This is an optimization exercise on Yosys and OpenROAD, whose aim is small area, a short achievable clock period and few clock cycles per item, not a production implementation. Only simulation tests tie the RTL to the original design; equivalence was not proved.

==> harbor: inputs <==
Design udp_flow_table_with_aging, start of the top module:
module udp_flow_table_with_aging #(
  parameter int unsigned TABLE_DEPTH = 16,
  parameter int unsigned TIME_BITS   = 32
) (
  input  logic                         clk,
  input  logic                         rst_n,
  input  logic                         start,
  output logic                         busy,
  input  logic                         in_is_udp,
  input  logic [31:0]                  in_src_ip,
  input  logic [15:0]                  in_src_port,
  input  logic [31:0]                  in_dst_ip,
  input  logic [15:0]                  in_dst_port,
  input  logic [31:0]                  in_time_sec,
  input  logic                         cfg_valid,
  output logic                         cfg_ready,
  input  logic [ufta_pkg::CfgIdxW-1:0] cfg_index,
  input  logic [31:0]                  cfg_data,
  output logic                         out_valid,
  output logic [ufta_pkg::EvW-1:0]     out_event_res,
  output logic [31:0]                  out_flow_src_ip,
  output logic [15:0]                  out_flow_src_port,
  output logic [31:0]                  out_flow_dst_ip,
  output logic [15:0]                  out_flow_dst_port,
  output logic                         out_flow_full,
  output logic [31:0]                  out_flow_time,
  output logic                         out_last
);
  localparam int unsigned N = TABLE_DEPTH;
  function automatic logic gt32(input logic [31:0] x, input logic [31:0] y);
    logic r;
    begin
      r = 1'b0;
      for (int b = 0; b < 32; b++) r = (x[b] & ~y[b]) | (~(~x[b] & y[b]) & r);
      gt32 = r;
    end
  endfunction
  function automatic logic [31:0] add32(input logic [31:0] a, input logic [31:0] b,
                                        input logic cin);
    logic [31:0] p, g, gp, pp, ng, np;
    begin
      p = a ^ b;
      g = a & b;
      gp = g;
      gp[0] = g[0] | (p[0] & cin);
      pp = p;
      for (int d = 1; d < 32; d = d * 2) begin
        ng = gp;
        np = pp;
        for (int i = d; i < 32; i++) begin
          ng[i] = gp[i] | (pp[i] & gp[i-d]);
          np[i] = pp[i] & pp[i-d];
        end
        gp = ng;
        pp = np;
      end
      add32 = p ^ {gp[30:0], cin};
    end
  endfunction
  assign cfg_ready = 1'b1;
  logic [31:0] half_to_r, full_to_r, im1_r;
  logic        nz_r;
  logic [31:0] lchk_r, hi_r;
  logic [N-1:0] valid_r;
  logic [N-1:0] e_full;
  logic [31:0]  e_sip  [N];
  ...
Settings: LEC_CHECK=0, CAP_MARGIN=20, CORE_MARGIN=2, CORE_UTILIZATION=45, SETUP_SLACK_MARGIN=4, SLEW_MARGIN=20; clock period 10.0 ns.
run.sh (not shown) runs the stock make flow with config.mk's settings and CLKGATE_MAP_FILE= SYNTH_SCRIPT=/design/flow/synth_recipe.tcl, a recipe that flattens the netlist after the stock synthesis.
==> inputs of lagoon, as changes to harbor <==
--- a/flow/design.v
+++ b/flow/design.v
@@ -65,15 +65,21 @@
   output logic [31:0]                  out_flow_time,
   output logic                         out_last
 );
   localparam int unsigned N = TABLE_DEPTH;
   function automatic logic gt32(input logic [31:0] x, input logic [31:0] y);
-    logic r;
+    logic [31:0] g, l;
     begin
-      r = 1'b0;
-      for (int b = 0; b < 32; b++) r = (x[b] & ~y[b]) | (~(~x[b] & y[b]) & r);
-      gt32 = r;
+      g = x & ~y;
+      l = ~x & y;
+      for (int w = 16; w >= 1; w = w / 2) begin
+        for (int i = 0; i < w; i++) begin
+          g[i] = g[2*i+1] | (~l[2*i+1] & g[2*i]);
+          l[i] = l[2*i+1] | (~g[2*i+1] & l[2*i]);
+        end
+      end
+      gt32 = g[0];
     end
   endfunction
   function automatic logic [31:0] add32(input logic [31:0] a, input logic [31:0] b,
                                         input logic cin);
     logic [31:0] p, g, gp, pp, ng, np;
@@ -177,11 +183,13 @@
   logic [N-1:0] p_x, p_sel, w_m, w_alloc;
   logic         p_any, p_multi, w_hit, w_free, w_full;
   logic [31:0]  d_sip, d_dip, d_tm;
   logic [15:0]  d_sp, d_dp;
   logic         d_full;
-  assign p_x     = age_r ? a_x : x_r;
+  logic a_any;
+  assign a_any   = |a_x;
+  assign p_x     = x_r;
   assign p_sel   = p_x & (~p_x + 1'b1);
   assign p_any   = |p_x;
   assign p_multi = |(p_x & (p_x - 1'b1));
   assign w_m     = m_r & valid_r;
   assign w_hit   = |w_m;
@@ -240,15 +248,18 @@
       age_r  <= 1'b0;
       slow_r <= 1'b0;
       rev_r  <= 1'b0;
       if (rev_r) begin
         ov_r <= 1'b1;
+      end else if (slow_r && p_any) begin
+        ov_r   <= 1'b1;
+        busy_r <= p_multi || udp_r;
+        slow_r <= p_multi || udp_r;
       end else if (age_r || slow_r) begin
-        if (p_any) begin
-          ov_r   <= 1'b1;
-          busy_r <= p_multi || udp_r;
-          slow_r <= p_multi || udp_r;
+        if (age_r && a_any) begin
+          busy_r <= 1'b1;
+          slow_r <= 1'b1;
         end else if (udp_r) begin
           ov_r   <= 1'b1;
           busy_r <= !w_hit && w_free;
           rev_r  <= !w_hit && w_free;
         end
@@ -268,34 +279,33 @@
     ref_r <= '0;
     if (rev_r) begin
       ev_r   <= ufta_pkg::EV_PROCESSED;
       full_r <= r_hit;
       olast_r <= 1'b1;
+    end else if (slow_r && p_any) begin
+      ev_r    <= ufta_pkg::EV_DELETED;
+      o_sip   <= d_sip;
+      o_sp    <= d_sp;
+      o_dip   <= d_dip;
+      o_dp    <= d_dp;
+      o_tm    <= d_tm;
+      full_r  <= d_full;
+      olast_r <= !(p_multi || udp_r);
+      x_r     <= p_x & ~p_sel;
     end else if (age_r || slow_r) begin
-      if (p_any) begin
-        ev_r   <= ufta_pkg::EV_DELETED;
-        o_sip  <= d_sip;
-        o_sp   <= d_sp;
-        o_dip  <= d_dip;
-        o_dp   <= d_dp;
-        o_tm   <= d_tm;
-        full_r <= d_full;
-        olast_r <= !(p_multi || udp_r);
-        x_r    <= p_x & ~p_sel;
-      end else begin
-        ev_r    <= w_hit ? ufta_pkg::EV_PROCESSED :
-                   w_free ? ufta_pkg::EV_CREATED : ufta_pkg::EV_TABLE_FULL;
-        o_sip   <= k_sip;
-        o_sp    <= k_sp;
-        o_dip   <= k_dip;
-        o_dp    <= k_dp;
-        o_tm    <= k_tm;
-        full_r  <= w_hit && w_full;
-        olast_r  <= w_hit || !w_free;
-        alloc_r <= w_alloc;
-        ref_r   <= udp_r ? w_m : '0;
-      end
+      if (age_r) x_r <= a_x;
+      ev_r    <= w_hit ? ufta_pkg::EV_PROCESSED :
+                 w_free ? ufta_pkg::EV_CREATED : ufta_pkg::EV_TABLE_FULL;
+      o_sip   <= k_sip;
+      o_sp    <= k_sp;
+      o_dip   <= k_dip;
+      o_dp    <= k_dp;
+      o_tm    <= k_tm;
+      full_r  <= w_hit && w_full;
+      olast_r  <= w_hit || !w_free;
+      alloc_r <= w_alloc;
+      ref_r   <= udp_r ? (w_m & ~(age_r ? a_x : '0)) : '0;
     end else if (go) begin
       udp_r   <= in_is_udp;
       k_sip   <= in_src_ip;
       k_sp    <= in_src_port;
       k_dip   <= in_dst_ip;
@@ -319,11 +329,11 @@
   end
   always_ff @(posedge clk) begin
     if (!rst_n) begin
       valid_r <= '0;
     end else begin
-      if ((age_r || slow_r) && p_any) valid_r <= valid_r & ~p_x;
+      if (age_r) valid_r <= valid_r & ~a_x;
       if (rev_r) valid_r <= valid_r | alloc_r;
     end
   end
   always_ff @(posedge clk) begin
     for (int i = 0; i < N; i++) begin
==> flow/config.mk (replaced) <==
export PLATFORM = sky130hd
export DESIGN_NAME = udp_flow_table_with_aging
export DESIGN_NICKNAME = udp_flow_table_with_aging
export VERILOG_FILES = /design/flow/design.v
export SDC_FILE = /design/flow/constraint.sdc
export NUM_CORES = 4
export LEC_CHECK = 0
export CAP_MARGIN = 40
export CORE_MARGIN = 2
export CORE_UTILIZATION = 30
export SETUP_SLACK_MARGIN = 5
export SLEW_MARGIN = 40
==> flow_metrics.py <==
metrics = {
    "placed_design": {
        "placedCellCount": 20229,
    },
    "yosys": {
        "synth_cell_types": 90,
        "synth-simple-area-share": 0.108,
        "synth.avg_cell_area_um2": 11.0,
    },
    "run_status": {
        "status": "finished clean",
    },
    "floorplanning": {
        "fp-row-count": 258,
    },
}
The numbers above come from lagoon.

==> flow_metrics.py <==
metrics = {
    "yosys": {
        "synth.avg_cell_area_um2": 11.3,
        "synth-simple-area-share": 0.110,
    },
    "placed_design": {
        "placedCellCount": 17500,
    },
    "run_status": {
        "status": "did not finish",
        "stop_stage": "global routing",
        "first-error": "[ERROR GRT-0232] Routing congestion too high. Check the congestion heatmap in the GUI.",
    },
}
The numbers above come from harbor.

Testbench counts of harbor, summed over its fixed seeds: cycles 20,848, packets 16,000.
Testbench counts of lagoon, summed over its fixed seeds: cycles 21,783, packets 16,000.

==> port drivers added, routing unchanged <==
No port has a modelled driver above. Below, the same layout with a new extraction and two added sets of constraints. Step 1: set_driving_cell puts a clkbuf_16 on clk and a buf_2 on each other input, an assumption about the parent block. Step 2, shift: input delay + t, output delay - t, t = (earliest + latest rising clock arrival at the registers) / 2. This alone moves slack from input paths to output paths. a / b / c = ideal / step 1 / step 2; a / b = the first two.
run: lagoon
t, ns: 1.153
setup slack, ns: 4.326 / 4.326 / 3.477
hold slack, ns: 0.476 / 0.476 / 0.476
slew at the worst register clock pin (ns): 0.07 / 0.07
pins driven straight from the clock port: 1
After both steps lagoon still meets setup and hold. The setup slack of lagoon moves by 0.000 ns with the drivers and by -0.849 ns with both steps.
